Source: an optimization exercise on an open RTL-to-GDS flow (aim: small area, a short achievable clock period and few clock cycles). Production flows keep margins and buffers that such runs may drop. The RTL was checked by simulation tests, not by an equivalence proof against the original design. No activity file was given, so power comes from the tool's default toggle rates.

// md_unit_iter
module md_unit_iter #(
    parameter int WIDTH   = 32,
    parameter int MUL_LAT = 5
) (
    input  logic             clk,
    input  logic             reset,
    input  logic             start,
    input  logic [3:0]       op,
    input  logic [WIDTH-1:0] rs_val,
    input  logic [WIDTH-1:0] rt_val,
    input  logic             flush,
    output logic             busy,
    output logic             done,
    output logic [WIDTH-1:0] hi,
    output logic [WIDTH-1:0] lo
);
Size: about 140 I/O pins, roughly 31000 µm² of cells after synthesis.
Settings: LEC_CHECK=0, CAP_MARGIN=20, CORE_MARGIN=2, CORE_UTILIZATION=40, SLEW_MARGIN=20; clock period 13.0 ns.
standard.sh (not shown) runs the stock make flow with config.mk's settings and CLKGATE_MAP_FILE= SYNTH_SCRIPT=/design/flow/synth_recipe.tcl, a recipe that flattens the netlist after the stock synthesis.
==> flow/flow/run.sh <==
#!/bin/bash
set -euo pipefail
MARGIN=$(cat flow/margin.txt)
bash standard.sh SETUP_SLACK_MARGIN=$MARGIN REMOVE_ABC_BUFFERS=1 TNS_END_PERCENT=0 ABC_AREA=1 \
    "BUFFER_PORTS_ARGS=-buffer_cell sky130_fd_sc_hd__buf_4" finish > standard_make.log 2>&1
==> flow/flow/margin.txt <==
9.0
The starting point finished clean.
Testbench counts at the start, summed over its fixed seeds: cycles 15,759.
Next try:
- CORE_UTILIZATION: 40 -> 50
After rerunning: Flip-flop and latch count does not change. Cell area hardly moves. Synthesized cell count stays the same. Area after synthesis does not change. Routed wire length rises by about 0.9%. Critical path depth rises by 6. Fmax rises by 5.8%. Worst setup slack improves by 240 ps. Utilization rises by 11 points. Die area falls by 20%.
Next try:
==> flow/flow/run.sh (replaced) <==
#!/bin/bash
set -euo pipefail
MARGIN=$(cat flow/margin.txt)
bash standard.sh SETUP_SLACK_MARGIN=$MARGIN REMOVE_ABC_BUFFERS=1 TNS_END_PERCENT=0 ABC_AREA=0 \
    "BUFFER_PORTS_ARGS=-buffer_cell sky130_fd_sc_hd__buf_4" finish > standard_make.log 2>&1
==> flow/flow/margin.txt (replaced) <==
9.3
Result: Routed wire length rises by about 4.3%; clock power falls by about 5%; sequential share of layout area falls by 0.93 points; worst setup slack loses 10 ps; non-clock buffer count rises by 52; hold slack gains 19 ps; maximum frequency is about the same; via count rises by about 0.7%.

---

md_unit_iter again, from the RTL that the note above started with.
Design md_unit_iter, start of the top module:
module md_unit_iter #(
    parameter int WIDTH   = 32,
    parameter int MUL_LAT = 5
) (
    input  logic             clk,
    input  logic             reset,
    input  logic             start,
    input  logic [3:0]       op,
    input  logic [WIDTH-1:0] rs_val,
    input  logic [WIDTH-1:0] rt_val,
    input  logic             flush,
    output logic             busy,
    output logic             done,
    output logic [WIDTH-1:0] hi,
    output logic [WIDTH-1:0] lo
);
==> flow/config.mk <==
export PLATFORM = sky130hd
export DESIGN_NAME = md_unit_iter
export DESIGN_NICKNAME = md_unit_iter
export VERILOG_FILES = /design/flow/design.v
export SDC_FILE = /design/flow/constraint.sdc
export NUM_CORES = 4
export LEC_CHECK = 0
export CAP_MARGIN = 20
export CORE_MARGIN = 2
export CORE_UTILIZATION = 50
export SLEW_MARGIN = 20
==> flow/constraint.sdc <==
create_clock -name core_clock -period 13.0 [get_ports {clk}]
set_input_delay 2.6000 -clock core_clock [delete_from_list [all_inputs] [get_ports {clk}]]
set_output_delay 2.6000 -clock core_clock [all_outputs]
set_load 0.01 [all_outputs]
==> flow/flow/run.sh <==
#!/bin/bash
set -euo pipefail
MARGIN=$(cat flow/margin.txt)
bash standard.sh SETUP_SLACK_MARGIN=$MARGIN REMOVE_ABC_BUFFERS=1 TNS_END_PERCENT=0 ABC_AREA=1 \
    "BUFFER_PORTS_ARGS=-buffer_cell sky130_fd_sc_hd__buf_4" finish > standard_make.log 2>&1
==> flow/flow/margin.txt <==
9.6
Testbench counts at the start, summed over its fixed seeds: cycles 15,759.
Change:
==> flow/flow/margin.txt (replaced) <==
9.3
After rerunning: Hold slack is unchanged; via count does not change; final area is unchanged; setup slack does not change; area after synthesis stays the same; maximum frequency is unchanged; routed wire length is unchanged; first-iteration DRC count is unchanged; non-clock buffer count is unchanged; global-route usage does not change; clock power hardly moves.

re-timing with driven ports:
How much do the figures lean on ideal ports? The routed layouts below were timed once more, with nothing changed but the port constraints.
Step 1 assumes that a clkbuf_16 drives the clock port and a buf_2 every other input.
Step 2 times the ports against the registers' clock, not the clock port: input delays grow and output delays shrink by t, the midpoint of the rising clock arrivals with the driver on.
a / b / c = no drivers / after step 1 / after step 2; a / b = the first two.
| run | t (ns) | setup WS [ns] | latest minus earliest clock arrival (ns) |
|---|---|---|---|
| the first run of note 1 | 0.659 | 8.705 / 8.705 / 8.273 | 0.035 / 0.035 |
| the second run of note 1 | 0.653 | 8.942 / 8.946 / 8.293 | 0.027 / 0.027 |
| the third run of note 1 | 0.645 | 8.932 / 8.932 / 8.356 | 0.032 / 0.032 |
| the first run of note 2 | 0.653 | 8.972 / 8.987 / 8.351 | 0.030 / 0.031 |
| the second run of note 2 | 0.653 | 8.972 / 8.987 / 8.351 | 0.030 / 0.031 |
After both steps setup and hold are still met in every run listed. The setup slack of the second run of note 1, which loses most, moves by +0.004 ns with the drivers and by -0.649 ns with both steps.
